Background: an optimization exercise with open tools, aiming at small area, a short achievable clock period and few clock cycles. Do not read the settings as production practice.
At most, simulation tests tie the RTL to the original design; equivalence was not proved.
No functional check of the RTL was part of runs 2 to 4.

**flow/config.mk**
```make
export PLATFORM = sky130hd
export DESIGN_NAME = signed_gadget_decompose
export DESIGN_NICKNAME = signed_gadget_decompose
export VERILOG_FILES = /design/flow/design.v
export SDC_FILE = /design/flow/constraint.sdc
export NUM_CORES = 4
export LEC_CHECK = 0
export CAP_MARGIN = 20
export CORE_MARGIN = 2
export CORE_UTILIZATION = 40
export PLACE_DENSITY = 0.6
export SLEW_MARGIN = 20
```
**flow/run.sh**
```bash
#!/bin/bash
# synth_recipe.tcl (not shown) runs the flow's synth.tcl, then flattens the netlist and writes it again
# the make line also repeats each setting of config.mk as NAME=value (left out here)
make -C /OpenROAD-flow-scripts/flow DESIGN_CONFIG=/design/flow/config.mk WORK_HOME=/design/flow/orfs CLKGATE_MAP_FILE= SYNTH_SCRIPT=/design/flow/synth_recipe.tcl finish
```
**flow/constraint.sdc**
```tcl
create_clock -name core_clock -period 7.0 [get_ports {clk}]
set_input_delay 1.4000 -clock core_clock [delete_from_list [all_inputs] [get_ports {clk}]]
set_output_delay 1.4000 -clock core_clock [all_outputs]
set_load 0.01 [all_outputs]
```
**flow/design.v**
```verilog
package sgd_pkg;
	localparam int DEF_MAX_LEVELS = 8;
	localparam int COEF_W     = 32;
	localparam int DIGIT_W    = 16;
	localparam int LIDX_W     = 3;
	localparam int BITS_W     = 5;
	localparam int LEVELS_W   = 4;
	localparam int CFG_IDX_W  = 4;
	localparam int CFG_DATA_W = 8;
	localparam logic [BITS_W-1:0] MAX_DIGIT_BITS = 5'd16;
	localparam logic [CFG_IDX_W-1:0] REG_DIGIT_BITS = 4'd0;
	localparam logic [CFG_IDX_W-1:0] REG_LEVELS     = 4'd1;
	localparam logic [BITS_W-1:0]   RESET_DIGIT_BITS = 5'd10;
	localparam logic [LEVELS_W-1:0] RESET_LEVELS     = 4'd2;
	typedef struct packed {
		logic                valid;
		logic [BITS_W-1:0]   bits;
		logic [LEVELS_W-1:0] count;
	} item_ctl_t;
endpackage
module sgd_extract #(
	parameter int MAX_LEVELS = sgd_pkg::DEF_MAX_LEVELS
) (
	input  logic                                         clk,
	input  logic                                         arst_n,
	input  sgd_pkg::item_ctl_t                           in_ctl,
	input  logic [sgd_pkg::COEF_W-1:0]                   coefficient,
	output logic                                         in_ready,
	output sgd_pkg::item_ctl_t                           out_ctl,
	output logic [MAX_LEVELS-1:0][sgd_pkg::DIGIT_W-1:0]  raw,
	input  logic                                         out_ready
);
	sgd_pkg::item_ctl_t                          ctl_s1;
	sgd_pkg::item_ctl_t                          ctl_s2;
	logic [sgd_pkg::COEF_W-1:0]                  v_s1;
	logic [MAX_LEVELS-1:0][sgd_pkg::DIGIT_W-1:0] raw_s2;
	logic [MAX_LEVELS-1:0][sgd_pkg::DIGIT_W-1:0] raw_next;
	logic                                        ready_s1;
	logic                                        ready_s2;
	logic [8:0]                                  total;
	logic [sgd_pkg::COEF_W-1:0]                  offset;
	assign ready_s2 = !ctl_s2.valid || out_ready;
	assign ready_s1 = !ctl_s1.valid || ready_s2;
	assign in_ready = ready_s1;
	always_comb begin
		total = 9'(in_ctl.count) * 9'(in_ctl.bits);
		if (total >= 9'd32) begin
			offset = '0;
		end else begin
			offset = 32'd1 << (5'd31 - total[4:0]);
		end
	end
	always_comb begin
		logic [8:0]                 sh;
		logic [sgd_pkg::COEF_W-1:0] w;
		logic [sgd_pkg::DIGIT_W-1:0] top;
		for (int i = 0; i < MAX_LEVELS; i++) begin
			sh = 9'(ctl_s1.bits) * 9'(i);
			if (sh >= 9'd32) begin
				w = '0;
			end else begin
				w = v_s1 << sh[4:0];
			end
			top = w[31:16];
			raw_next[i] = top >> (sgd_pkg::MAX_DIGIT_BITS - ctl_s1.bits);
		end
	end
	always_ff @(posedge clk or negedge arst_n) begin
		if (!arst_n) begin
			ctl_s1 <= '0;
			ctl_s2 <= '0;
		end else begin
			if (ready_s1) begin
				ctl_s1 <= in_ctl;
			end
			if (ready_s2) begin
				ctl_s2 <= ctl_s1;
			end
		end
	end
	always_ff @(posedge clk) begin
		if (ready_s1) begin
			v_s1 <= coefficient + offset;
		end
		if (ready_s2) begin
			raw_s2 <= raw_next;
		end
	end
	assign out_ctl = ctl_s2;
	assign raw     = raw_s2;
endmodule
module sgd_balance #(
	parameter int MAX_LEVELS = sgd_pkg::DEF_MAX_LEVELS
) (
	input  logic                                         clk,
	input  logic                                         arst_n,
	input  sgd_pkg::item_ctl_t                           in_ctl,
	input  logic [MAX_LEVELS-1:0][sgd_pkg::DIGIT_W-1:0]  raw,
	output logic                                         in_ready,
	output sgd_pkg::item_ctl_t                           out_ctl,
	output logic [MAX_LEVELS-1:0][sgd_pkg::DIGIT_W-1:0]  digits,
	input  logic                                         out_ready
);
	sgd_pkg::item_ctl_t                          ctl_s3;
	logic [MAX_LEVELS-1:0][sgd_pkg::DIGIT_W-1:0] digits_s3;
	logic [MAX_LEVELS-1:0][sgd_pkg::DIGIT_W-1:0] digits_next;
	logic [MAX_LEVELS-1:0]                       cin;
	logic [3:0]                                  sel;
	logic [sgd_pkg::DIGIT_W-1:0]                 half;
	logic [sgd_pkg::DIGIT_W-1:0]                 mask;
	assign in_ready = !ctl_s3.valid || out_ready;
	assign sel      = 4'(in_ctl.bits - 5'd1);
	assign half     = 16'd1 << sel;
	assign mask     = 16'hFFFF >> (sgd_pkg::MAX_DIGIT_BITS - in_ctl.bits);
	always_comb begin
		logic c;
		c = 1'b0;
		for (int i = MAX_LEVELS - 1; i >= 0; i--) begin
			cin[i] = c;
			if (i < int'(in_ctl.count)) begin
				c = raw[i][sel] || ((raw[i] == half - 16'd1) && c);
			end
		end
	end
	always_comb begin
		logic [sgd_pkg::DIGIT_W-1:0] s;
		for (int i = 0; i < MAX_LEVELS; i++) begin
			s = (raw[i] + 16'(cin[i])) & mask;
			if (s[sel]) begin
				s = s | ~mask;
			end
			digits_next[i] = s;
		end
	end
	always_ff @(posedge clk or negedge arst_n) begin
		if (!arst_n) begin
			ctl_s3 <= '0;
		end else if (in_ready) begin
			ctl_s3 <= in_ctl;
		end
	end
	always_ff @(posedge clk) begin
		if (in_ready) begin
			digits_s3 <= digits_next;
		end
	end
	assign out_ctl = ctl_s3;
	assign digits  = digits_s3;
endmodule
module sgd_serialize #(
	parameter int MAX_LEVELS = sgd_pkg::DEF_MAX_LEVELS
) (
	input  logic                                         clk,
	input  logic                                         arst_n,
	input  sgd_pkg::item_ctl_t                           in_ctl,
	input  logic [MAX_LEVELS-1:0][sgd_pkg::DIGIT_W-1:0]  digits,
	output logic                                         in_ready,
	output logic                                         result_valid,
	input  logic                                         result_ready,
	output logic signed [sgd_pkg::DIGIT_W-1:0]           result_digit,
	output logic [sgd_pkg::LIDX_W-1:0]                   result_level_index,
	output logic                                         result_last
);
	logic                                        busy_q;
	logic [sgd_pkg::LEVELS_W-1:0]                idx_q;
	logic [sgd_pkg::LEVELS_W-1:0]                cnt_q;
	logic [MAX_LEVELS-1:0][sgd_pkg::DIGIT_W-1:0] buf_q;
	logic                                        valid_q;
	logic [sgd_pkg::DIGIT_W-1:0]                 digit_q;
	logic [sgd_pkg::LIDX_W-1:0]                  lidx_q;
	logic                                        last_q;
	logic                                        out_free;
	logic                                        push;
	logic                                        at_last;
	logic                                        done;
	logic                                        load;
	assign out_free = !valid_q || result_ready;
	assign push     = busy_q && out_free;
	assign at_last  = (idx_q == cnt_q - 4'd1);
	assign done     = push && at_last;
	assign in_ready = !busy_q || done;
	assign load     = in_ctl.valid && in_ready;
	always_ff @(posedge clk or negedge arst_n) begin
		if (!arst_n) begin
			busy_q  <= 1'b0;
			idx_q   <= '0;
			cnt_q   <= '0;
			valid_q <= 1'b0;
		end else begin
			if (load) begin
				busy_q <= 1'b1;
				idx_q  <= '0;
				cnt_q  <= in_ctl.count;
			end else if (done) begin
				busy_q <= 1'b0;
			end else if (push) begin
				idx_q <= idx_q + 4'd1;
			end
			if (push) begin
				valid_q <= 1'b1;
			end else if (result_ready) begin
				valid_q <= 1'b0;
			end
		end
	end
	always_ff @(posedge clk) begin
		if (load) begin
			buf_q <= digits;
		end else if (push) begin
			for (int k = 0; k < MAX_LEVELS - 1; k++) begin
				buf_q[k] <= buf_q[k+1];
			end
			buf_q[MAX_LEVELS-1] <= '0;
		end
		if (push) begin
			digit_q <= buf_q[0];
			lidx_q  <= idx_q[sgd_pkg::LIDX_W-1:0];
			last_q  <= at_last;
		end
	end
	assign result_valid       = valid_q;
	assign result_digit       = $signed(digit_q);
	assign result_level_index = lidx_q;
	assign result_last        = last_q;
endmodule
module signed_gadget_decompose #(
	parameter int MAX_LEVELS = sgd_pkg::DEF_MAX_LEVELS
) (
	input  logic                                clk,
	input  logic                                arst_n,
	input  logic                                cfg_valid,
	output logic                                cfg_ready,
	input  logic [sgd_pkg::CFG_IDX_W-1:0]       cfg_index,
	input  logic [sgd_pkg::CFG_DATA_W-1:0]      cfg_data,
	input  logic                                coef_valid,
	output logic                                coef_ready,
	input  logic [sgd_pkg::COEF_W-1:0]          coef_coefficient,
	output logic                                result_valid,
	input  logic                                result_ready,
	output logic signed [sgd_pkg::DIGIT_W-1:0]  result_digit,
	output logic [sgd_pkg::LIDX_W-1:0]          result_level_index,
	output logic                                result_last
);
	logic [sgd_pkg::BITS_W-1:0]                  digit_bits_q;
	logic [sgd_pkg::LEVELS_W-1:0]                levels_q;
	logic [sgd_pkg::BITS_W-1:0]                  bits_eff;
	logic [sgd_pkg::LEVELS_W-1:0]                levels_eff;
	sgd_pkg::item_ctl_t                          in_ctl;
	sgd_pkg::item_ctl_t                          ctl_s2;
	sgd_pkg::item_ctl_t                          ctl_s3;
	logic [MAX_LEVELS-1:0][sgd_pkg::DIGIT_W-1:0] raw_s2;
	logic [MAX_LEVELS-1:0][sgd_pkg::DIGIT_W-1:0] digits_s3;
	logic                                        ready_s2;
	logic                                        ser_ready;
	assign cfg_ready = 1'b1;
	always_ff @(posedge clk or negedge arst_n) begin
		if (!arst_n) begin
			digit_bits_q <= sgd_pkg::RESET_DIGIT_BITS;
			levels_q     <= sgd_pkg::RESET_LEVELS;
		end else if (cfg_valid) begin
			case (cfg_index)
				sgd_pkg::REG_DIGIT_BITS: digit_bits_q <= cfg_data[sgd_pkg::BITS_W-1:0];
				sgd_pkg::REG_LEVELS:     levels_q     <= cfg_data[sgd_pkg::LEVELS_W-1:0];
				default: ;
			endcase
		end
	end
	always_comb begin
		if (digit_bits_q == '0) begin
			bits_eff = 5'd1;
		end else if (digit_bits_q > sgd_pkg::MAX_DIGIT_BITS) begin
			bits_eff = sgd_pkg::MAX_DIGIT_BITS;
		end else begin
			bits_eff = digit_bits_q;
		end
		if (int'(levels_q) > MAX_LEVELS) begin
			levels_eff = sgd_pkg::LEVELS_W'(MAX_LEVELS);
		end else begin
			levels_eff = levels_q;
		end
	end
	always_comb begin
		in_ctl.valid = coef_valid && (levels_eff != '0);
		in_ctl.bits  = bits_eff;
		in_ctl.count = levels_eff;
	end
	sgd_extract #(
		.MAX_LEVELS (MAX_LEVELS)
	) u_extract (
		.clk         (clk),
		.arst_n      (arst_n),
		.in_ctl      (in_ctl),
		.coefficient (coef_coefficient),
		.in_ready    (coef_ready),
		.out_ctl     (ctl_s2),
		.raw         (raw_s2),
		.out_ready   (ready_s2)
	);
	sgd_balance #(
		.MAX_LEVELS (MAX_LEVELS)
	) u_balance (
		.clk       (clk),
		.arst_n    (arst_n),
		.in_ctl    (ctl_s2),
		.raw       (raw_s2),
		.in_ready  (ready_s2),
		.out_ctl   (ctl_s3),
		.digits    (digits_s3),
		.out_ready (ser_ready)
	);
	sgd_serialize #(
		.MAX_LEVELS (MAX_LEVELS)
	) u_serialize (
		.clk      (clk),
		.arst_n   (arst_n),
		.in_ctl   (ctl_s3),
		.digits   (digits_s3),
		.in_ready (ser_ready),
		.result_valid       (result_valid),
		.result_ready       (result_ready),
		.result_digit       (result_digit),
		.result_level_index (result_level_index),
		.result_last        (result_last)
	);
endmodule
```
==> impl_metrics.py, run 1 <==
metrics = {
    "route": {
        "vias_per_cell": 6.24,
        "ant_nets": 0,
        "wl_per_cell_um": 25.9,
        "drc_errors": 0,
        "wirelength_um": 140000,
        "drtIter0Drc": 3907,
        "firstDrtPassIters": 6,
        "vias": 33700,
    },
    "sta": {
        "hold_viol_final": 0,
        "rsz0062_at_grt": "false",
        "relSlewSlack": 0.207,
        "tns_ps": 0,
        "worst_slew_pin_slew_ps": 1180,
        "min_period_ps": 6670,
        "fmax_ghz": 0.150,
        "post-route-period-util": 0.953,
        "hold_slack_ps": 405,
        "setup_viol": 0,
        "drv_slew": 0,
        "fin_skew_ps": 39.1,
    },
    "synth": {
        "synth_fp_nets": 4312,
        "muxShareOfSynthArea": 0.193,
        "seq_area_frac_synth": 0.357,
        "syn-cell-area_um2": 39800,
        "synth.ff_latch_count": 480,
        "synth-edff-count": 436,
        "syn_avg_cell_area_um2": 9.58,
        "synthAdderAreaFrac": 0.0359,
        "yosys_warnings": 4,
        "synthCells": 4157,
        "synth_top_family_by_area": "multiplexers",
        "synth_compound_area_frac": 0.147,
        "synth-simple-area-share": 0.174,
        "synth_xor_area_frac": 0.0460,
        "async_flop_share": 0.0917,
        "ys.flop_type": "edfxtp_1",
        "synthDistinctLibCells": 110,
    },
    "die": {
        "dieArea_um2": 102000,
        "ios": 72,
        "die_w_um": 320,
        "die_height_um": 320,
        "core_region_area_um2": 98600,
        "rows": 115,
        "start_util": 0.404,
    },
    "global_route": {
        "grt_start_max_net_pins": 129,
        "grt_use_total": 0.268,
        "grt_pass1_vias": 31800,
        "grt_pass1_wl_um": 209000,
        "antenna_found_initial": 0,
        "grt.overflow.total": 0,
    },
    "critical_path": {
        "crit_path_max_fanout": 25,
        "worst_setup_path_start_kind": "register",
        "cp.arrival_ps": 7020,
        "path_class": "reg2reg",
        "r2r_cells": 25,
        "cp-end-kind": "register",
        "required_ps": 7350,
    },
    "clocking": {
        "clk_latency_ps": 660,
        "cts-htree-levels": 2,
        "clock_sinks": 480,
        "clk_path_buf_depth": 3,
        "hold_buffers": 0,
        "cts_buffers": 53,
        "clkTransAtPathRegs_ps": 60,
        "cts_tree": "built",
        "cts_root_buf": "clkbuf_16",
    },
    "layout": {
        "drive_gt1_frac": 0.142,
        "antenna_cells": 0,
        "fin_util": 0.442,
        "layout.nets": 4221,
        "area_delta_synth_final_pct": 9.52,
    },
    "placement": {
        "port_buffers": 67,
        "routabilityCongestion": 1.01,
        "dpl.hpwl_um": 102000,
    },
    "min_path": {
        "hp-class": "reg2reg",
        "hold_depth": 0,
    },
    "status": {
        "status": "complete, no violations",
    },
    "flow_run": {
        "max-cap-violations": 0,
    },
}
[final timing paths]
| kind | endpoint | start | slack [ps] |
|---|---|---|---|
| setup / recovery | u_balance.digits_s3[11] | u_extract.ctl_s2[4] | 330 |
| hold / removal | u_serialize.digit_q[10] | u_serialize.buf_q[10] | 400 |
| setup reg to reg | u_balance.digits_s3[11] | u_extract.ctl_s2[4] | 330 |
| hold reg to reg | u_serialize.digit_q[10] | u_serialize.buf_q[10] | 400 |
| max in group asynchronous | u_extract.ctl_s1[5] | arst_n | 5810 |
| min in group asynchronous | u_extract.ctl_s1[4] | arst_n | 750 |
[synth_stat cells (14+ instances only)]
cell type  number  share of area
a211oi_1       48         0.0091
a21o_1         18         0.0034
o211ai_1       34         0.0064
a21oi_1       198          0.025
nand4_1        37         0.0058
a31oi_1        24         0.0038
buf_4          20         0.0038
o31ai_1        14         0.0026
mux4_2        181           0.10
nor3_1         94          0.012
buf_1          29         0.0027
nor2_1        449          0.042
edfxtp_1      436           0.33
and3_1         57         0.0090
nand2_1       611          0.058
dfrtp_1        41          0.026
buf_2          60         0.0075
a22oi_1        20         0.0038
o21a_1         26         0.0049
nand2b_1       33         0.0052
and2_1         43         0.0068
ha_1           92          0.029
o32ai_1        20         0.0044
clkbuf_1      228          0.021
nor2b_1        22         0.0035
nand3_1        94          0.012
inv_1          87         0.0082
o21ai_0       142          0.018
mux2_2         96          0.027
xor2_1         82          0.018
o22ai_1        46         0.0072
o221ai_1       28         0.0062
fa_1           14         0.0070
mux2i_1       252          0.063
or3_1          24         0.0038
nor4_1         24         0.0038
xnor2_1       127          0.028
[registers in the layout (all words and copies together), names as in the netlist]
register,cells
levels_q,4
u_extract.ctl_s2,10
u_serialize.valid_q,1
u_extract.v_s1,32
u_serialize.lidx_q,3
u_serialize.last_q,1
digit_bits_q,5
u_balance.ctl_s3,5
u_serialize.idx_q,4
u_balance.digits_s3,128
u_serialize.digit_q,16
u_serialize.cnt_q,4
u_extract.ctl_s1,10
u_extract.raw_s2,128
u_serialize.busy_q,1
u_serialize.buf_q,128
[logic make-up (layout without fill, tap and decap cells)]
family / Yosys count / after routing
mux: 530 / 530
fa+ha+maj: 106 / 106
flops: 480 / 480
xor+xnor: 209 / 209
other cells: 1 / 1
buf+inv: 442 / 394
compound gates: 840 / 840
simple gates: 1549 / 1549
[critical path, stage by stage (launching register included)]
cell	delay, ps
dfrtp_2	390
buf_4	250
ha_1	260
buf_4	220
or4_1	540
buf_12	190
a32o_1	400
xnor2_1	200
or4_1	490
nor4_1	240
nand4_1	170
nand4_1	120
nand2_1	210
o41ai_2	370
ha_1	240
ha_1	180
inv_1	40
or4_1	600
nor2_1	160
xnor2_1	220
o21ai_0	130
a21oi_1	140
o21ai_0	150
a21oi_2	210
buf_12	160
mux2i_1	80
[layer usage]
layer  share of wire  wire length (um)  GRT usage
met1            0.43             60200      0.374
met2            0.44             61800      0.413
met3           0.075             10400     0.0331
met4           0.052              7320      0.125
met5               0                 0          0
[what timing repair did]
item | in CTS | in global routing
gates resized for setup | 0 | 11
setup buffers | 0 | 2
endpoints found under the setup margin | 0 | 49
[cells in the final DEF, fill, tap and decap left out, types with 80 or more instances in the layout]
| cell | count |
|---|---|
| mux4_2 | 181 |
| mux2i_1 | 252 |
| inv_1 | 86 |
| buf_4 | 133 |
| nand2_1 | 609 |
| a21oi_1 | 194 |
| ha_1 | 89 |
| edfxtp_1 | 436 |
| nor2_1 | 446 |
| xor2_1 | 80 |
| mux2_2 | 96 |
| nand3_1 | 94 |
| nor3_1 | 94 |
| o21ai_0 | 140 |
| xnor2_1 | 125 |
[final cells by class]
type / count / area, um^2
Inverter: 92 / 353
Clock buffer: 56 / 1340
Fill cell: 9376 / 55000
Tap cell: 1287 / 1610
Multi-Input combinational cell: 3235 / 23900
Clock inverter: 42 / 460
Timing Repair Buffer: 204 / 1760
Sequential cell: 480 / 14200
[per-stage QoR]
stage / setup WS [ps] / instance area (um^2) / std cells
floorplan: 9.51 / 39800 / 4157
global placement: 111 / 41700 / 5296
detailed placement: 146 / 41700 / 5296
CTS: 78.5 / 43500 / 5394
global route: 0.737 / 43600 / 5396
finish: 328 / 43600 / 5396
Testbench counts, summed over its fixed seeds: cycles 12,952.
==> run 2: changes to the inputs <==
==> flow/design.v (replaced) <==
package sgd_pkg;
	localparam int COEF_W     = 32;
	localparam int DIGIT_W    = 16;
	localparam int LIDX_W     = 3;
	localparam int BITS_W     = 5;
	localparam int LEVELS_W   = 4;
	localparam int CFG_IDX_W  = 4;
	localparam int CFG_DATA_W = 8;
	localparam logic [CFG_IDX_W-1:0] REG_DIGIT_BITS = 4'd0;
	localparam logic [CFG_IDX_W-1:0] REG_LEVELS     = 4'd1;
endpackage
module signed_gadget_decompose (
	input  logic        clk,
	input  logic        arst_n,
	input  logic        cfg_valid,
	output logic        cfg_ready,
	input  logic [3:0]  cfg_index,
	input  logic [7:0]  cfg_data,
	input  logic        coef_valid,
	output logic        coef_ready,
	input  logic [31:0] coef_coefficient,
	output logic        result_valid,
	input  logic        result_ready,
	output logic signed [15:0] result_digit,
	output logic [2:0]  result_level_index,
	output logic        result_last
);
	logic [3:0]  bm1_q;     
	logic [3:0]  n_q;       
	logic [31:0] x_q;       
	logic        valid_q;
	logic [2:0]  idx_q;
	logic [4:0]  b;
	logic [31:0] kofs;
	logic        last;
	logic        take;
	logic        adv;
	logic [2:0]  zlane;     
	logic [47:0] wide;
	assign cfg_ready = 1'b1;
	assign b = {1'b0, bm1_q} + 5'd1;
	always_ff @(posedge clk or negedge arst_n) begin
		if (!arst_n) begin
			bm1_q <= 4'd9;
			n_q   <= 4'd2;
		end else if (cfg_valid) begin
			if (cfg_index == sgd_pkg::REG_DIGIT_BITS) begin
				if (cfg_data[4:0] == 5'd0)
					bm1_q <= 4'd0;
				else if (cfg_data[4:0] > 5'd16)
					bm1_q <= 4'd15;
				else
					bm1_q <= 4'(cfg_data[4:0] - 5'd1);
			end else if (cfg_index == sgd_pkg::REG_LEVELS) begin
				n_q <= (cfg_data[3:0] > 4'd8) ? 4'd8 : cfg_data[3:0];
			end
		end
	end
	always_comb begin
		kofs = '0;
		for (int bv = 1; bv <= 16; bv++) begin
			for (int i = 0; i <= 8; i++) begin
				if (31 - bv * i >= 0) begin
					if (b == 5'(bv) && n_q >= 4'(i))
						kofs[31 - bv * i] = 1'b1;
				end
			end
		end
	end
	always_comb begin
		zlane = 3'd7;
		for (int bv = 5; bv <= 16; bv++) begin
			if (b == 5'(bv))
				zlane = 3'(31 / bv);
		end
	end
	assign last       = (idx_q == 3'(n_q - 4'd1));
	assign adv        = valid_q && result_ready;
	assign coef_ready = !valid_q || (result_ready && last);
	assign take       = coef_valid && coef_ready;
	assign wide       = {16'd0, x_q} << b;
	always_ff @(posedge clk or negedge arst_n) begin
		if (!arst_n) begin
			valid_q <= 1'b0;
			idx_q   <= 3'd0;
		end else if (take) begin
			valid_q <= (n_q != 4'd0);
			idx_q   <= 3'd0;
		end else if (adv) begin
			if (last)
				valid_q <= 1'b0;
			idx_q <= idx_q + 3'd1;
		end
	end
	always_ff @(posedge clk) begin
		if (take)
			x_q <= coef_coefficient + kofs;
		else if (adv)
			x_q <= wide[31:0];
	end
	always_comb begin
		for (int k = 0; k < 16; k++) begin
			if (idx_q > zlane)
				result_digit[k] = 1'b0;
			else if (k < int'(bm1_q))
				result_digit[k] = wide[32 + k];
			else
				result_digit[k] = ~x_q[31];
		end
	end
	assign result_valid       = valid_q;
	assign result_level_index = idx_q;
	assign result_last        = last;
endmodule
==> impl_metrics.py, run 2 <==
metrics = {
    "critical_path": {
        "crit_start": "bm1_q[0]",
        "cp-end-kind": "output pin",
        "worst_setup_path_start_kind": "register",
        "path_class": "reg2out",
        "cp.arrival_ps": 4600,
        "required_ps": 5600,
        "reg2reg_slack_ps": 1480,
        "crit_path_max_fanout": 45,
        "rr_startpoint": "bm1_q[1]",
    },
    "sta": {
        "hold_viol_final": 0,
        "min_period_ps": 6000,
        "rsz0062_at_grt": "false",
        "post-route-period-util": 0.857,
        "relSlewSlack": 0.400,
        "fin_skew_ps": 5.08,
        "hold_slack_ps": 598,
        "fmax_ghz": 0.167,
        "worst_slew_pin_slew_ps": 899,
        "tns_ps": 0,
        "drv_slew": 0,
        "setup_viol": 0,
    },
    "route": {
        "vias": 6449,
        "drtIter0Drc": 806,
        "wirelength_um": 20800,
        "firstDrtPassIters": 5,
        "ant_nets": 0,
        "vias_per_cell": 6.23,
        "wl_per_cell_um": 20.1,
        "drc_errors": 0,
    },
    "synth": {
        "synth.ff_latch_count": 44,
        "yosys_warnings": 1,
        "syn_avg_cell_area_um2": 8.00,
        "ys.flop_type": "edfxtp_1",
        "synth_fp_nets": 881,
        "synth_area_leaders": "edfxtp_1, mux4_2, ha_1",
        "syn-cell-area_um2": 6320,
        "synth.most_common_cell": "nand2_1",
        "synth_top_area_share": 0.152,
        "synthDistinctLibCells": 73,
        "async_flop_share": 0.273,
        "synth_common_cells": "nand2_1, nor2_1, o21ai_0, a21oi_1, ha_1",
        "seq_area_frac_synth": 0.200,
        "synth_area_leader_cell": "edfxtp_1",
        "synth-edff-count": 32,
        "synthCells": 790,
    },
    "min_path": {
        "hold_start": "n_q[1]",
        "hp-class": "reg2reg",
    },
    "die": {
        "dieArea_um2": 16800,
        "core_region_area_um2": 15300,
        "ios": 72,
        "start_util": 0.413,
        "die_height_um": 130,
        "rows": 45,
        "die_w_um": 130,
    },
    "layout": {
        "drive_gt1_frac": 0.0971,
        "largest_reg_flops": 32,
        "area_delta_synth_final_pct": 15.5,
        "multiInputGateArea_um2": 4750,
        "num-fill-cells": 1539,
        "final_cell_mix": "nand2_1, nor2_1, clkdlybuf4s50_1",
        "reg.largest.list": "x_q: 32 flops, bm1_q: 4 flops, n_q: 4 flops",
        "layout.nets": 914,
        "top_register": "x_q",
        "seqCellArea_um2": 1260,
        "final_common_cell": "nand2_1",
        "antenna_cells": 0,
    },
    "clocking": {
        "clk_latency_ps": 290,
        "cts_tree": "built",
        "clk_path_buf_depth": 2,
        "cts_resized": 0,
        "clkTransAtPathRegs_ps": 60,
        "postCtsSetupBuffers": 0,
        "clock_sinks": 44,
        "cts_buffers": 5,
        "cts_root_buf": "clkbuf_16",
        "cts-htree-levels": 2,
        "hold_buffers": 0,
    },
    "global_route": {
        "busiest_layer": "met2",
        "grt_pass1_vias": 5882,
        "grt_start_max_net_pins": 51,
        "grt_pass1_wl_um": 32500,
        "grt.overflow.total": 0,
        "antenna_found_initial": 0,
        "grt_util_met3": 0.0275,
        "met1_usage": 0.361,
        "met2_usage": 0.386,
        "grt_use_total": 0.247,
    },
    "flow_run": {
        "max-cap-violations": 0,
    },
    "placement": {
        "port_buffers": 67,
        "routabilityCongestion": 0.951,
        "dpl.hpwl_um": 16200,
    },
    "status": {
        "status": "complete, no violations",
    },
}
run 2: cell count changes after synthesis, moves of 78 or more:
cell	delta
nand2_1	-515
edfxtp_1	-404
nor2_1	-372
mux2i_1	-231
clkbuf_1	-200
mux4_2	-155
a21oi_1	-135
xnor2_1	-104
mux2_2	-86
o21ai_0	-78
run 2: cell families (layout without fill, tap and decap cells):
group                      Yosys count  count (layout)  synth area share
buffers and inverters               76             110            0.0536
other                                1               1          0.000593
and+or+nand+nor                    273             273             0.195
adders and majority gates           45              45            0.0879
muxes                               57              57             0.144
AOI/OAI and AO/OA                  254             254             0.262
DFF                                 44              44             0.200
xor gates and xnor gates            40              40            0.0566
run 2: cell type report:
| class | count | area share |
|---|---|---|
| clock buffers | 5 | 0.0171 |
| clock inverters | 3 | 0.00651 |
| inverters | 23 | 0.0118 |
| multi-input cells | 670 | 0.651 |
| flip-flops and latches | 44 | 0.173 |
| well taps | 211 | 0.0362 |
| repair buffers | 79 | 0.104 |
run 2: through the flow:
step           setup WS, ps  cell area, um^2  cells  utilization
2_1_floorplan          2180             6320    790            -
3_3_place_gp           1360             7130   1027        0.466
3_5_place_dp           1310             7130   1027        0.466
4_1_cts                 973             7300   1035        0.477
5_1_grt                 651             7300   1035        0.477
6_report               1000             7300   1035        0.477
run 2: final timing paths:
| kind | end | depth (start not counted) |
|---|---|---|
| setup / recovery | result_digit[6] | 13 |
| max in group asynchronous | n_q[1] | 1 |
| hold / removal | n_q[1] | 2 |
| min in group asynchronous | bm1_q[2] | 1 |
| setup reg to reg | x_q[30] | 14 |
| hold reg to reg | n_q[1] | 2 |
run 2: routing by layer:
metal	wire length, um	vias up
li1	-	3049
met2	9310	285
met3	1780	30
met1	9170	3085
met4	555	0
met5	0	-
run 2: worst max-delay path: stages (launching register included):
cell	delay [ps]
dfstp_2	530
buf_4	420
inv_1	220
ha_2	860
buf_4	370
mux4_2	540
mux2_2	290
nor2_1	100
a21oi_1	90
nor2_1	130
a21oi_1	60
a21oi_1	150
nor2_1	50
clkdlybuf4s50_1	480
==> run 3: changes to the inputs <==
--- a/flow/design.v
+++ b/flow/design.v
@@ -25,34 +25,35 @@
 	output logic [2:0]  result_level_index,
 	output logic        result_last
 );
-	logic [3:0]  bm1_q;     
-	logic [3:0]  n_q;       
+	logic [4:0]  b_q;       
+	logic [2:0]  nm1_q;     
+	logic        nz_q;      
 	logic [31:0] x_q;       
 	logic        valid_q;
 	logic [2:0]  idx_q;
-	logic [4:0]  b;
 	logic [31:0] kofs;
 	logic        last;
 	logic        take;
 	logic        adv;
-	logic [2:0]  zlane;     
+	logic        zero;      
 	logic [47:0] wide;
 	assign cfg_ready = 1'b1;
-	assign b = {1'b0, bm1_q} + 5'd1;
 	always_ff @(posedge clk or negedge arst_n) begin
 		if (!arst_n) begin
-			bm1_q <= 4'd9;
-			n_q   <= 4'd2;
+			b_q   <= 5'd10;
+			nm1_q <= 3'd1;
+			nz_q  <= 1'b0;
 		end else if (cfg_valid) begin
 			if (cfg_index == sgd_pkg::REG_DIGIT_BITS) begin
 				if (cfg_data[4:0] == 5'd0)
-					bm1_q <= 4'd0;
+					b_q <= 5'd1;
 				else if (cfg_data[4:0] > 5'd16)
-					bm1_q <= 4'd15;
+					b_q <= 5'd16;
 				else
-					bm1_q <= 4'(cfg_data[4:0] - 5'd1);
+					b_q <= cfg_data[4:0];
 			end else if (cfg_index == sgd_pkg::REG_LEVELS) begin
-				n_q <= (cfg_data[3:0] > 4'd8) ? 4'd8 : cfg_data[3:0];
+				nz_q  <= (cfg_data[3:0] == 4'd0);
+				nm1_q <= (cfg_data[3:0] > 4'd8) ? 3'd7 : 3'(cfg_data[3:0] - 4'd1);
 			end
 		end
 	end
@@ -61,30 +62,30 @@
 		for (int bv = 1; bv <= 16; bv++) begin
 			for (int i = 0; i <= 8; i++) begin
 				if (31 - bv * i >= 0) begin
-					if (b == 5'(bv) && n_q >= 4'(i))
+					if (b_q == 5'(bv) && (i == 0 || 3'(i - 1) <= nm1_q))
 						kofs[31 - bv * i] = 1'b1;
 				end
 			end
 		end
 	end
 	always_comb begin
-		zlane = 3'd7;
+		zero = 1'b0;
 		for (int bv = 5; bv <= 16; bv++) begin
-			if (b == 5'(bv))
-				zlane = 3'(31 / bv);
+			if (b_q == 5'(bv) && idx_q > 3'(31 / bv))
+				zero = 1'b1;
 		end
 	end
-	assign last       = (idx_q == 3'(n_q - 4'd1));
+	assign last       = (idx_q == nm1_q);
 	assign adv        = valid_q && result_ready;
 	assign coef_ready = !valid_q || (result_ready && last);
 	assign take       = coef_valid && coef_ready;
-	assign wide       = {16'd0, x_q} << b;
+	assign wide       = {16'd0, x_q} << b_q;
 	always_ff @(posedge clk or negedge arst_n) begin
 		if (!arst_n) begin
 			valid_q <= 1'b0;
 			idx_q   <= 3'd0;
 		end else if (take) begin
-			valid_q <= (n_q != 4'd0);
+			valid_q <= !nz_q;
 			idx_q   <= 3'd0;
 		end else if (adv) begin
 			if (last)
@@ -100,9 +101,9 @@
 	end
 	always_comb begin
 		for (int k = 0; k < 16; k++) begin
-			if (idx_q > zlane)
+			if (zero)
 				result_digit[k] = 1'b0;
-			else if (k < int'(bm1_q))
+			else if (5'(k + 1) < b_q)
 				result_digit[k] = wide[32 + k];
 			else
 				result_digit[k] = ~x_q[31];
==> impl_metrics.py, run 3 <==
metrics = {
    "synth": {
        "ys.flop_type": "edfxtp_1",
        "synth_fp_nets": 888,
        "synth.ff_latch_count": 45,
        "synth_top_area_share": 0.149,
        "synth_area_leaders": "edfxtp_1, mux4_2, nand2_1",
        "yosys_warnings": 1,
        "seq_area_frac_synth": 0.201,
        "synth-edff-count": 32,
        "synth_area_leader_cell": "edfxtp_1",
        "synthCells": 807,
        "async_flop_share": 0.289,
        "syn_avg_cell_area_um2": 7.97,
        "synth.most_common_cell": "nand2_1",
        "syn-cell-area_um2": 6430,
        "synth_common_cells": "nand2_1, nor2_1, a21oi_1, o21ai_0, mux2i_1",
        "synthDistinctLibCells": 81,
    },
    "layout": {
        "area_delta_synth_final_pct": 13.6,
        "antenna_cells": 0,
        "finalNonFillerCells": 1055,
        "reg.largest.list": "x_q: 32 flops, b_q: 5 flops",
        "largest_reg_flops": 32,
        "final_cell_mix": "nand2_1, nor2_1, clkdlybuf4s50_1",
        "top_register": "x_q",
        "seqCellArea_um2": 1290,
        "num-fill-cells": 1615,
        "layout.nets": 919,
        "drive_gt1_frac": 0.0954,
        "multiInputGateArea_um2": 4740,
        "final_common_cell": "nand2_1",
    },
    "die": {
        "core_region_area_um2": 15800,
        "die_height_um": 131,
        "dieArea_um2": 17100,
        "start_util": 0.406,
        "ios": 72,
        "die_w_um": 131,
        "rows": 46,
    },
    "min_path": {
        "hp-class": "reg2reg",
        "hold_depth": 1,
    },
    "clocking": {
        "clk_path_buf_depth": 2,
        "cts_resized": 0,
        "hold_buffers": 0,
        "cts_buffers": 5,
        "clock_sinks": 45,
        "postCtsSetupBuffers": 0,
        "cts_tree": "built",
        "clk_latency_ps": 300,
        "cts_root_buf": "clkbuf_16",
        "cts-htree-levels": 2,
        "clkTransAtPathRegs_ps": 70,
    },
    "critical_path": {
        "cp-end-kind": "output pin",
        "cp.arrival_ps": 3870,
        "worst_setup_path_start_kind": "register",
        "path_class": "reg2out",
        "cp_num_buf_inv": 2,
        "crit_start": "b_q[1]",
        "cp-endpoint": "result_digit[11]",
        "crit_chain": "clkinv_1 > nand2_1 > or3_1 > o22ai_1 > a21oi_1 > o211ai_2 > a211oi_1 > clkdlybuf4s50_1",
        "reg2reg_slack_ps": 2190,
        "path_depth": 8,
        "worst_path_max_delay_cell": "clkdlybuf4s50_1",
        "required_ps": 5600,
        "r2r_cells": 17,
        "rr_startpoint": "b_q[3]",
        "cp_top_family": "compound AO/OA/AOI/OAI gates",
        "crit_path_max_fanout": 16,
        "timing.rr.end": "x_q[28]",
        "critPathMaxStageDelay_ps": 640,
    },
    "sta": {
        "hold_slack_ps": 478,
        "tns_ps": 0,
        "setup_viol": 0,
        "rsz0062_at_grt": "false",
        "relSlewSlack": 0.311,
        "worst_slew_pin_slew_ps": 1030,
        "hold_viol_final": 0,
        "layout_setup_ws_ps": 1730,
        "fin_skew_ps": 6.20,
        "post-route-period-util": 0.753,
        "min_period_ps": 5270,
        "fmax_ghz": 0.190,
        "drv_slew": 0,
    },
    "status": {
        "status": "complete, no violations",
    },
    "route": {
        "wl_per_cell_um": 21.3,
        "vias_per_cell": 6.26,
        "firstDrtPassIters": 8,
        "wirelength_um": 22400,
        "drtIter0Drc": 800,
        "ant_nets": 0,
        "vias": 6607,
        "drc_errors": 0,
    },
    "placement": {
        "port_buffers": 67,
        "routabilityCongestion": 0.956,
        "dp_cells": 1047,
        "dp_slack_ps": 2180,
        "dpl.hpwl_um": 17100,
    },
    "flow_run": {
        "max-cap-violations": 0,
    },
    "global_route": {
        "grt_start_max_net_pins": 53,
        "grt.overflow.total": 0,
        "grt_pass1_vias": 5909,
        "grt_pass1_wl_um": 34500,
        "grt_use_total": 0.264,
        "antenna_found_initial": 0,
    },
}
==> run 3: worst min path at each step <==
stage | slack [ps] | startpoint | end
4_1_cts | 490 | nz_q | valid_q
6_report | 480 | nz_q | valid_q
3_3_place_gp | 480 | nz_q | valid_q
2_1_floorplan | 420 | nz_q | valid_q
5_1_grt | 530 | nz_q | valid_q
3_5_place_dp | 480 | nz_q | valid_q
==> run 3: worst register-to-register path, cell delays in order, from the launching register on <==
cell and delay, ps:
dfstp_2 500, buf_4 290, or2_1 370, nor2_1 760, nand2_1 280, inv_1 220
nand2_1 90, nand2_1 110, nand3_1 80, nand3_1 160, ha_1 350, a21o_1 240
o21bai_1 190, a31oi_1 230, o21bai_1 110, or3_1 310, o211ai_1 170, a311oi_1 70
==> run 3: layout make-up <==
cell class	instances	share of cell area
multi-input combinational	682	0.649
sequential	45	0.177
timing repair buffer	80	0.105
tap	216	0.0370
clock buffer	5	0.0171
inverter	24	0.0125
clock inverter	3	0.00291
==> run 3: metal layers <==
| layer | wire length, um | global-route usage | part of all wire | vias to the layer above |
|---|---|---|---|---|
| li1 | - | - | - | 3104 |
| met1 | 9830 | 0.392 | 0.44 | 3094 |
| met2 | 9940 | 0.408 | 0.44 | 369 |
| met3 | 2100 | 0.0289 | 0.094 | 40 |
| met4 | 549 | 0.0738 | 0.024 | 0 |
| met5 | 0 | 0 | 0 | - |
==> run 3: cells by family after synthesis <==
logic type                 after synthesis  share of synthesized area
AOI/OAI and AO/OA                      256                      0.263
xor gates and xnor gates                28                     0.0381
adders and majority gates               34                     0.0654
buffers and inverters                   80                     0.0628
DFF                                     45                      0.201
muxes                                   74                      0.165
other                                    1                   0.000583
and+or+nand+nor                        289                      0.204
==> run 3: through the flow <==
step	utilization	area (um^2)
finish	0.462	7310
detailed placement	0.452	7160
floorplan	-	6430
global placement	0.452	7160
global route	0.462	7310
CTS	0.462	7310
==> run 4: changes to the inputs <==
--- a/flow/config.mk
+++ b/flow/config.mk
@@ -5,8 +5,10 @@
 export SDC_FILE = /design/flow/constraint.sdc
 export NUM_CORES = 4
 export LEC_CHECK = 0
+export ABC_CLOCK_PERIOD_IN_PS = 3500
 export CAP_MARGIN = 20
 export CORE_MARGIN = 2
-export CORE_UTILIZATION = 40
-export PLACE_DENSITY = 0.6
+export CORE_UTILIZATION = 60
+export PLACE_DENSITY = 0.75
+export SETUP_SLACK_MARGIN = 3.2
 export SLEW_MARGIN = 20
==> impl_metrics.py, run 4 <==
metrics = {
    "route": {
        "wl_per_cell_um": 25.5,
        "ant_nets": 0,
        "vias": 7830,
        "drtIter0Drc": 1422,
        "wirelength_um": 26400,
        "drc_errors": 0,
        "firstDrtPassIters": 7,
        "vias_per_cell": 7.57,
    },
    "synth": {
        "async_flop_share": 0.289,
        "synth-edff-count": 32,
        "ys.flop_type": "edfxtp_1",
        "synth_common_cells": "nand2_1, nor2_1, a21oi_1, o21ai_0, mux2i_1",
        "seq_area_frac_synth": 0.201,
        "syn-cell-area_um2": 6430,
        "syn_avg_cell_area_um2": 7.97,
        "synth_top_area_share": 0.149,
        "synthDistinctLibCells": 81,
        "yosys_warnings": 1,
        "synth_area_leaders": "edfxtp_1, mux4_2, nand2_1",
        "synth_fp_nets": 888,
        "synth_area_leader_cell": "edfxtp_1",
        "synth.ff_latch_count": 45,
        "synthCells": 807,
        "synth.most_common_cell": "nand2_1",
    },
    "critical_path": {
        "crit_start": "b_q[0]",
        "crit_chain": "buf_6 > buf_4 > clkbuf_16 > mux4_2 > mux2i_4 > nand2_1 > nand2_2 > nor2_1 > a21oi_2 > nor2_4 > buf_6",
        "timing.rr.end": "x_q[28]",
        "worst_setup_path_start_kind": "register",
        "r2r_cells": 15,
        "required_ps": 5600,
        "critPathMaxStageDelay_ps": 540,
        "crit_path_max_fanout": 5,
        "path_class": "reg2out",
        "reg2reg_slack_ps": 3060,
        "cp-end-kind": "output pin",
        "rr_startpoint": "b_q[2]",
        "cp.arrival_ps": 2650,
        "crit_top_cell": "buf_6",
        "worst_path_max_delay_cell": "dfrtp_4",
    },
    "die": {
        "core_region_area_um2": 10400,
        "rows": 37,
        "ios": 72,
        "die_height_um": 108,
        "die_w_um": 108,
        "dieArea_um2": 11600,
        "start_util": 0.620,
    },
    "clocking": {
        "clkTransAtPathRegs_ps": 110,
        "cts_root_buf": "clkbuf_8",
        "clk_latency_ps": 330,
        "cts_buffers": 5,
        "hold_buffers": 0,
        "cts_tree": "built",
        "cts-htree-levels": 2,
        "clk_path_buf_depth": 2,
        "clock_sinks": 45,
    },
    "layout": {
        "antenna_cells": 0,
        "top_register": "x_q",
        "finalInstanceArea_um2": 8490,
        "final_cell_mix": "nand2_1, nor2_1, clkdlybuf4s50_1",
        "drive_gt1_frac": 0.277,
        "layout.nets": 978,
        "area_delta_synth_final_pct": 32.0,
        "largest_reg_flops": 32,
        "final_common_cell": "nand2_1",
        "finalNonFillerCells": 1034,
        "reg.largest.list": "x_q: 32 flops, b_q: 5 flops",
    },
    "min_path": {
        "hold_end": "valid_q",
        "hold_start": "nz_q",
        "hp-class": "reg2reg",
        "hold_depth": 1,
    },
    "global_route": {
        "grt_pass1_wl_um": 37600,
        "grt_pass1_vias": 6786,
        "grt_start_max_net_pins": 41,
        "grt_use_total": 0.422,
        "grt.overflow.total": 0,
        "antenna_found_initial": 1,
    },
    "sta": {
        "tns_ps": 0,
        "relSlewSlack": 0.514,
        "fmax_ghz": 0.247,
        "drv_slew": 0,
        "hold_viol_final": 0,
        "layout_setup_ws_ps": 2950,
        "setup_viol": 0,
        "fin_skew_ps": 12.7,
        "rsz0062_at_grt": "true",
        "min_period_ps": 4050,
        "post-route-period-util": 0.579,
        "worst_slew_pin_slew_ps": 723,
    },
    "status": {
        "status": "complete, no violations",
    },
    "placement": {
        "dp_cells": 966,
        "dpl.hpwl_um": 16600,
        "routabilityCongestion": 1.02,
        "dpl_cell_area_um2": 7050,
        "port_buffers": 67,
        "dp_slack_ps": 2030,
    },
    "flow_run": {
        "max-cap-violations": 0,
    },
}
run 4: through the flow:
stage                      util  hold WS [ps]
after floorplan               -           419
after global placement    0.680           445
after detailed placement  0.680           455
after CTS                 0.770           469
after global routing      0.819           513
final                     0.819           478
run 4: logic make-up (layout without fill, tap and decap cells):
group / after synthesis / after routing / synth area share
simple gates: 289 / 289 / 0.204
compound gates: 256 / 256 / 0.263
buf+inv: 80 / 171 / 0.0628
mux: 74 / 74 / 0.165
flops: 45 / 45 / 0.201
fa+ha+maj: 34 / 34 / 0.0654
xor+xnor: 28 / 28 / 0.0381
other cells: 1 / 1 / 0.000583
run 4: worst max-delay path, delay by kind of cell (launching register included):
family | cells | cell delay [ps]
AO/OA/AOI/OAI | 1 | 180
flip-flops | 1 | 540
multiplexers | 2 | 680
buffers and inverters | 4 | 570
AND/OR/NAND/NOR | 4 | 340
run 4: how the worst max path moves through the flow:
stage | depth (start not counted) | end
finish | 11 | result_digit[6]
global route | 9 | result_digit[10]
CTS | 10 | result_digit[12]
detailed placement | 8 | result_digit[0]
global placement | 8 | result_digit[0]
floorplan | 16 | x_q[27]
run 4: routing by layer:
layer | up-vias | wire (um) | track usage
met5 | - | 13 | 0
met3 | 257 | 3600 | 0.0944
met2 | 741 | 11500 | 0.673
li1 | 3238 | - | -
met4 | 2 | 2040 | 0.187
met1 | 3592 | 9270 | 0.547
run 4: area by class of cell:
cell class | count | area [um^2]
Sequential cell | 45 | 1300
Clock buffer | 5 | 68.8
Timing Repair Buffer | 139 | 1530
Multi-Input combinational cell | 682 | 5290
Inverter | 24 | 105
Clock inverter | 3 | 25.0
Tap cell | 136 | 170
Fill cell | 627 | 1880
run 4: repair_timing:
action | in CTS | in global routing
cloned | 4 | 3
pin swaps | 20 | 40
resized for setup | 179 | 73
setup endpoints to repair | 42 | 36
buffers inserted | 34 | 19
==> run 5: changes to the inputs <==
--- a/flow/design.v
+++ b/flow/design.v
@@ -25,32 +25,34 @@
 	output logic [2:0]  result_level_index,
 	output logic        result_last
 );
-	logic [4:0]  b_q;       
+	logic [3:0]  bm1_q;     
 	logic [2:0]  nm1_q;     
 	logic        nz_q;      
 	logic [31:0] x_q;       
 	logic        valid_q;
 	logic [2:0]  idx_q;
+	logic        zero_q;    
 	logic [31:0] kofs;
 	logic        last;
 	logic        take;
 	logic        adv;
-	logic        zero;      
+	logic        zero_next;
+	logic        sgn;
 	logic [47:0] wide;
 	assign cfg_ready = 1'b1;
 	always_ff @(posedge clk or negedge arst_n) begin
 		if (!arst_n) begin
-			b_q   <= 5'd10;
+			bm1_q <= 4'd9;
 			nm1_q <= 3'd1;
 			nz_q  <= 1'b0;
 		end else if (cfg_valid) begin
 			if (cfg_index == sgd_pkg::REG_DIGIT_BITS) begin
 				if (cfg_data[4:0] == 5'd0)
-					b_q <= 5'd1;
+					bm1_q <= 4'd0;
 				else if (cfg_data[4:0] > 5'd16)
-					b_q <= 5'd16;
+					bm1_q <= 4'd15;
 				else
-					b_q <= cfg_data[4:0];
+					bm1_q <= 4'(cfg_data[4:0] - 5'd1);
 			end else if (cfg_index == sgd_pkg::REG_LEVELS) begin
 				nz_q  <= (cfg_data[3:0] == 4'd0);
 				nm1_q <= (cfg_data[3:0] > 4'd8) ? 3'd7 : 3'(cfg_data[3:0] - 4'd1);
@@ -62,24 +64,25 @@
 		for (int bv = 1; bv <= 16; bv++) begin
 			for (int i = 0; i <= 8; i++) begin
 				if (31 - bv * i >= 0) begin
-					if (b_q == 5'(bv) && (i == 0 || 3'(i - 1) <= nm1_q))
+					if (bm1_q == 4'(bv - 1) && (i == 0 || 3'(i - 1) <= nm1_q))
 						kofs[31 - bv * i] = 1'b1;
 				end
 			end
 		end
 	end
 	always_comb begin
-		zero = 1'b0;
+		zero_next = 1'b0;
 		for (int bv = 5; bv <= 16; bv++) begin
-			if (b_q == 5'(bv) && idx_q > 3'(31 / bv))
-				zero = 1'b1;
+			if (bm1_q == 4'(bv - 1) && idx_q >= 3'(31 / bv))
+				zero_next = 1'b1;
 		end
 	end
 	assign last       = (idx_q == nm1_q);
 	assign adv        = valid_q && result_ready;
 	assign coef_ready = !valid_q || (result_ready && last);
 	assign take       = coef_valid && coef_ready;
-	assign wide       = {16'd0, x_q} << b_q;
+	assign sgn  = ~x_q[31];
+	assign wide = {{16{sgn}}, sgn, x_q[30:0], 1'b0} << bm1_q;
 	always_ff @(posedge clk or negedge arst_n) begin
 		if (!arst_n) begin
 			valid_q <= 1'b0;
@@ -94,21 +97,15 @@
 		end
 	end
 	always_ff @(posedge clk) begin
-		if (take)
-			x_q <= coef_coefficient + kofs;
-		else if (adv)
-			x_q <= wide[31:0];
-	end
-	always_comb begin
-		for (int k = 0; k < 16; k++) begin
-			if (zero)
-				result_digit[k] = 1'b0;
-			else if (5'(k + 1) < b_q)
-				result_digit[k] = wide[32 + k];
-			else
-				result_digit[k] = ~x_q[31];
+		if (take) begin
+			x_q    <= coef_coefficient + kofs;
+			zero_q <= 1'b0;
+		end else if (adv) begin
+			x_q    <= wide[31:0];
+			zero_q <= zero_next;
 		end
 	end
+	assign result_digit       = zero_q ? 16'sd0 : $signed(wide[47:32]);
 	assign result_valid       = valid_q;
 	assign result_level_index = idx_q;
 	assign result_last        = last;
--- a/flow/config.mk
+++ b/flow/config.mk
@@ -8,7 +8,7 @@
 export ABC_CLOCK_PERIOD_IN_PS = 3500
 export CAP_MARGIN = 20
 export CORE_MARGIN = 2
-export CORE_UTILIZATION = 60
-export PLACE_DENSITY = 0.75
-export SETUP_SLACK_MARGIN = 3.2
+export CORE_UTILIZATION = 50
+export PLACE_DENSITY = 0.65
+export SETUP_SLACK_MARGIN = 3.5
 export SLEW_MARGIN = 20
==> impl_metrics.py, run 5 <==
metrics = {
    "status": {
        "status": "complete, no violations",
    },
    "placement": {
        "routabilityCongestion": 0.931,
        "port_buffers": 67,
        "dpl.hpwl_um": 13400,
    },
    "critical_path": {
        "worst_setup_path_start_kind": "register",
        "path_class": "reg2reg",
        "crit_path_max_fanout": 6,
        "r2r_cells": 13,
        "cp-end-kind": "register",
        "rr_startpoint": "bm1_q[0]",
        "critPathMaxStageDelay_ps": 690,
        "crit_chain": "buf_8 > nand2_2 > nor3_1 > a41oi_1 > o31ai_2 > ha_4 > nand2_1 > a221o_1 > o211ai_4 > a221o_2 > a221oi_2 > xor2_1 > o21ai_1",
        "required_ps": 7000,
        "timing.rr.end": "x_q[24]",
        "cp.arrival_ps": 3650,
        "worst_path_max_delay_cell": "dfstp_4",
        "reg2reg_slack_ps": 3340,
    },
    "min_path": {
        "hold_start": "nz_q",
        "hold_depth": 2,
        "hold_end": "nz_q",
        "hp-class": "reg2reg",
    },
    "synth": {
        "synthDistinctLibCells": 78,
        "seq_area_frac_synth": 0.223,
        "syn_avg_cell_area_um2": 7.52,
        "syn-cell-area_um2": 5750,
        "synth_fp_nets": 846,
        "ys.flop_type": "edfxtp_1",
        "async_flop_share": 0.267,
        "synth.ff_latch_count": 45,
        "yosys_warnings": 1,
        "synthCells": 765,
        "synth-edff-count": 32,
        "synth_common_cells": "nand2_1, nor2_1, a21oi_1, o21ai_1, mux2i_1",
        "synth.most_common_cell": "nand2_1",
        "synth_area_leaders": "edfxtp_1, ha_1, mux2i_1",
        "synth_top_area_share": 0.167,
        "synth_area_leader_cell": "edfxtp_1",
    },
    "clocking": {
        "cts_buffers": 5,
        "clkTransAtPathRegs_ps": 60,
        "hold_buffers": 0,
        "cts_root_buf": "clkbuf_16",
        "clock_sinks": 45,
        "clk_latency_ps": 290,
        "clk_path_buf_depth": 2,
        "cts_tree": "built",
        "cts-htree-levels": 2,
    },
    "route": {
        "wl_per_cell_um": 21.2,
        "ant_nets": 0,
        "firstDrtPassIters": 5,
        "drtIter0Drc": 657,
        "vias_per_cell": 6.54,
        "wirelength_um": 21100,
        "vias": 6524,
        "drc_errors": 0,
    },
    "die": {
        "rows": 39,
        "die_w_um": 111,
        "die_height_um": 111,
        "core_region_area_um2": 11300,
        "start_util": 0.508,
        "ios": 72,
        "dieArea_um2": 12400,
    },
    "global_route": {
        "antenna_found_initial": 0,
        "grt.overflow.total": 0,
        "grt_pass1_wl_um": 31800,
        "grt_pass1_vias": 6102,
        "grt_start_max_net_pins": 33,
        "grt_use_total": 0.315,
    },
    "layout": {
        "drive_gt1_frac": 0.269,
        "largest_reg_flops": 32,
        "final_common_cell": "nand2_1",
        "antenna_cells": 0,
        "final_cell_mix": "nand2_1, nor2_1, buf_4",
        "layout.nets": 935,
        "reg.largest.list": "x_q: 32 flops, bm1_q: 4 flops",
        "top_register": "x_q",
        "area_delta_synth_final_pct": 37.3,
    },
    "sta": {
        "hold_viol_final": 0,
        "rsz0062_at_grt": "true",
        "min_period_ps": 3660,
        "worst_slew_pin_slew_ps": 921,
        "drv_slew": 0,
        "setup_viol": 0,
        "fin_skew_ps": 6.34,
        "post-route-period-util": 0.523,
        "tns_ps": 0,
        "fmax_ghz": 0.273,
        "relSlewSlack": 0.380,
    },
    "flow_run": {
        "max-cap-violations": 0,
    },
}
run 5: cell types whose count changed in the layout (fill, tap and decap cells not counted), sizes merged, moves of 8 or more:
cell / before / now
a21oi: 51 / 64
o21ai: 72 / 64
nand2: 112 / 95
buf: 84 / 76
nor2: 77 / 87
clkdlybuf4s50: 49 / 37
dlygate4sd2: 0 / 16
nand3: 28 / 14
mux4: 24 / 3
a21o: 16 / 7
run 5: cell type report:
class	count	area [um^2]
Sequential cell	45	1300
Clock inverter	2	13.8
Clock buffer	6	139
Inverter	18	85.1
Timing Repair Buffer	141	1390
Multi-Input combinational cell	643	4790
Fill cell	896	3420
Tap cell	143	179
run 5: metrics by stage:
step                      hold slack, ps  utilization  worst slack (ps)  area, um^2  std cells
after floorplan                      441            -              3520        5750        765
after global placement               470        0.566              2670        6400        923
after detailed placement             484        0.566              2630        6400        923
after CTS                            499        0.654              3410        7400        972
after global routing                 532        0.698              3230        7900        998
final                                487        0.698              3340        7900        998
run 5: worst max-delay path by stage:
stage / cells past startpoint / to / startpoint / slack [ps]
after floorplan: 13 / x_q[24] / bm1_q[3] / 3520
after global placement: 15 / x_q[25] / bm1_q[2] / 2670
after detailed placement: 15 / x_q[25] / bm1_q[2] / 2630
after CTS: 8 / result_digit[2] / bm1_q[1] / 3410
after global routing: 15 / x_q[24] / bm1_q[0] / 3230
final: 13 / x_q[24] / bm1_q[0] / 3340
run 5: kinds of logic after synthesis:
family,synth area share
AND/OR/NAND/NOR,0.210
AO/OA/AOI/OAI,0.281
buffers and inverters,0.0566
multiplexers,0.109
flip-flops,0.223
adder cells (fa/ha/maj),0.0714
XOR/XNOR,0.0472
other,0.000652
run 5: critical path, delay by kind of cell, from the launching register on:
| kind | cells | cell delay (ps) |
|---|---|---|
| AO/OA/AOI/OAI | 7 | 1400 |
| flip-flops | 1 | 690 |
| buffers and inverters | 1 | 160 |
| XOR/XNOR | 1 | 320 |
| AND/OR/NAND/NOR | 3 | 510 |
| adder cells (fa/ha/maj) | 1 | 280 |
run 5: what timing repair did:
| action | in CTS | in global routing |
|---|---|---|
| pin swaps | 27 | 43 |
| buffers inserted | 38 | 23 |
| endpoints found under the setup margin | 42 | 28 |
| gates resized for setup | 147 | 77 |
| gates cloned | 3 | 3 |
run 5: layer usage:
metal  share of wire  GRT usage
met5               0          0
met4           0.025     0.0733
met3           0.089     0.0465
met2            0.48      0.540
met1            0.40      0.419
Testbench counts of run 5, summed over its fixed seeds: cycles 12,728.
==> run 6: changes to the inputs <==
--- a/flow/config.mk
+++ b/flow/config.mk
@@ -12,3 +12,4 @@
 export PLACE_DENSITY = 0.65
 export SETUP_SLACK_MARGIN = 3.5
 export SLEW_MARGIN = 20
+export TNS_END_PERCENT = 20
==> impl_metrics.py, run 6 <==
metrics = {
    "layout": {
        "reg.largest.list": "x_q: 32 flops, bm1_q: 4 flops",
        "final_cell_mix": "nand2_1, nor2_1, a21oi_1",
        "largest_reg_flops": 32,
        "top_register": "x_q",
        "layout.nets": 917,
        "drive_gt1_frac": 0.205,
        "fin_util": 0.672,
        "antenna_cells": 0,
        "finalNonFillerCells": 980,
        "area_delta_synth_final_pct": 32.2,
        "finalInstanceArea_um2": 7600,
        "final_common_cell": "nand2_1",
    },
    "synth": {
        "synth-edff-count": 32,
        "async_flop_share": 0.267,
        "synthDistinctLibCells": 78,
        "syn_avg_cell_area_um2": 7.52,
        "synth_area_leaders": "edfxtp_1, ha_1, mux2i_1",
        "ys.flop_type": "edfxtp_1",
        "seq_area_frac_synth": 0.223,
        "synth_fp_nets": 846,
        "synth_common_cells": "nand2_1, nor2_1, a21oi_1, o21ai_1, mux2i_1",
        "yosys_warnings": 1,
        "synth.most_common_cell": "nand2_1",
        "synth.ff_latch_count": 45,
        "synthCells": 765,
        "synth_top_area_share": 0.167,
        "syn-cell-area_um2": 5750,
        "synth_area_leader_cell": "edfxtp_1",
    },
    "clocking": {
        "clk_path_buf_depth": 2,
        "cts_buffers": 5,
        "cts_tree": "built",
        "clock_sinks": 45,
        "clkTransAtPathRegs_ps": 60,
        "clk_latency_ps": 280,
        "cts-htree-levels": 2,
        "hold_buffers": 0,
        "cts_root_buf": "clkbuf_16",
    },
    "critical_path": {
        "crit_path_max_fanout": 5,
        "worst_setup_path_start_kind": "input pin",
        "cp.arrival_ps": 3670,
        "path_class": "in2reg",
        "required_ps": 7000,
        "cp-end-kind": "register",
    },
    "die": {
        "die_w_um": 111,
        "dieArea_um2": 12400,
        "rows": 39,
        "start_util": 0.508,
        "core_region_area_um2": 11300,
        "die_height_um": 111,
        "ios": 72,
    },
    "global_route": {
        "met1_usage": 0.413,
        "grt_pass1_wl_um": 30800,
        "grt_pass1_vias": 5910,
        "grt_util_met3": 0.0355,
        "grt_start_max_net_pins": 59,
        "grt_use_total": 0.304,
        "grt.overflow.total": 0,
        "met2_usage": 0.520,
        "busiest_layer": "met2",
        "antenna_found_initial": 0,
    },
    "sta": {
        "post-route-period-util": 0.525,
        "drv_slew": 0,
        "fin_skew_ps": 6.11,
        "min_period_ps": 3670,
        "worst_slew_pin_slew_ps": 918,
        "setup_viol": 0,
        "relSlewSlack": 0.382,
        "tns_ps": 0,
        "rsz0062_at_grt": "true",
        "layout_setup_ws_ps": 3330,
        "fmax_ghz": 0.272,
        "hold_viol_final": 0,
    },
    "placement": {
        "dpl.hpwl_um": 13400,
        "dp_cells": 923,
        "dpl_cell_area_um2": 6400,
        "port_buffers": 67,
        "dp_slack_ps": 2630,
        "routabilityCongestion": 0.931,
    },
    "route": {
        "vias_per_cell": 6.56,
        "drc_errors": 0,
        "ant_nets": 0,
        "firstDrtPassIters": 6,
        "drtIter0Drc": 692,
        "wl_per_cell_um": 20.8,
        "wirelength_um": 20300,
        "vias": 6426,
    },
    "flow_run": {
        "max-cap-violations": 0,
    },
    "status": {
        "status": "complete, no violations",
    },
    "min_path": {
        "hp-class": "reg2reg",
    },
}
[run 6: cell counts after synthesis]
Identical to the previous run, type by type.
[run 6: final timing paths]
| path | startpoint | endpoint | slack, ps | cells after the start |
|---|---|---|---|---|
| worst max-delay path | coef_coefficient[18] | x_q[24] | 3330 | 8 |
| worst min-delay path | nz_q | nz_q | 490 | 2 |
| worst max register to register | bm1_q[0] | x_q[24] | 3330 | 15 |
| worst min register to register | nz_q | nz_q | 490 | 2 |
| max in group asynchronous | arst_n | bm1_q[1] | 5060 | 1 |
| min in group asynchronous | arst_n | bm1_q[1] | 1500 | 1 |
[run 6: final cells by class]
class | count | area, um^2
sequential | 45 | 1300
fill | 934 | 3720
clock inverter | 2 | 13.8
tap | 143 | 179
timing repair buffer | 124 | 1300
clock buffer | 6 | 139
multi-input combinational | 642 | 4590
inverter | 18 | 85.1
[run 6: what timing repair did]
item | CTS | global route
gates cloned | 2 | 2
endpoints found under the setup margin | 42 | 34
setup buffers | 21 | 24
pin swaps | 17 | 32
gates resized for setup | 90 | 69
[run 6: cells by family after synthesis]
kind of cell,synth area share
and+or+nand+nor,0.210
AOI/OAI and AO/OA,0.281
buffers and inverters,0.0566
muxes,0.109
DFF,0.223
adders and majority gates,0.0714
xor gates and xnor gates,0.0472
other,0.000652
[run 6: per-layer routing]
metal	routed length (um)	share of wire	vias up
li1	-	-	2975
met1	8370	0.41	3019
met2	9730	0.48	388
met3	1830	0.090	44
met4	410	0.020	0
met5	0	0	-
[run 6: worst max-delay path: stages]
cell             delay [ps]
clkdlybuf4s50_1         400
ha_1                    400
a21oi_2                 250
o21ai_1                 100
a221o_2                 450
a221oi_2                290
xor2_1                  280
o21ai_1                  90
[run 6: stage by stage]
stage                     hold WS [ps]
after detailed placement           484
final                              487
after floorplan                    441
after global placement             470
after CTS                          499
after global routing               532

port drivers added, routing unchanged:
In the flow no input, the clock included, has a driving cell. The finished layouts below were timed again as built, in two steps. Step 1 (the two cells are an assumption about what drives the block):
set clk [get_ports {clk}]
set_driving_cell -lib_cell sky130_fd_sc_hd__clkbuf_16 $clk
set_driving_cell -lib_cell sky130_fd_sc_hd__buf_2 [delete_from_list [all_inputs] $clk]
Step 2 adds t to the input delays and takes it off the output delays; t is the mean of the earliest and latest rising clock arrival at the registers after step 1. Input paths then give back, and output paths get back, about the clock's delay inside the block. Three values: ideal ports, drivers, drivers and shift; two values: the first two.
| run | t (ns) | setup slack, ns | slew at the worst register clock pin (ns) | worst data-port slew with drivers (ns) | cell pins on the clock port's net |
|---|---|---|---|---|---|
| run 1 | 0.708 | 0.328 / 0.328 / 0.328 | 0.07 / 0.07 | 0.04 | 1 |
| run 2 | 0.326 | 1.002 / 0.966 / 1.292 | 0.07 / 0.07 | 0.04 | 1 |
| run 3 | 0.333 | 1.726 / 1.687 / 2.020 | 0.07 / 0.07 | 0.04 | 1 |
| run 4 | 0.355 | 2.950 / 2.917 / 2.854 | 0.11 / 0.11 | 0.04 | 1 |
| run 5 | 0.321 | 3.341 / 3.341 / 3.059 | 0.07 / 0.07 | 0.04 | 1 |
| run 6 | 0.316 | 3.328 / 3.305 / 3.023 | 0.07 / 0.07 | 0.04 | 1 |
After both steps setup and hold are still met in every run listed. For run 6, which loses most, drivers alone change the setup slack by -0.023 ns; drivers and shift together by -0.305 ns.
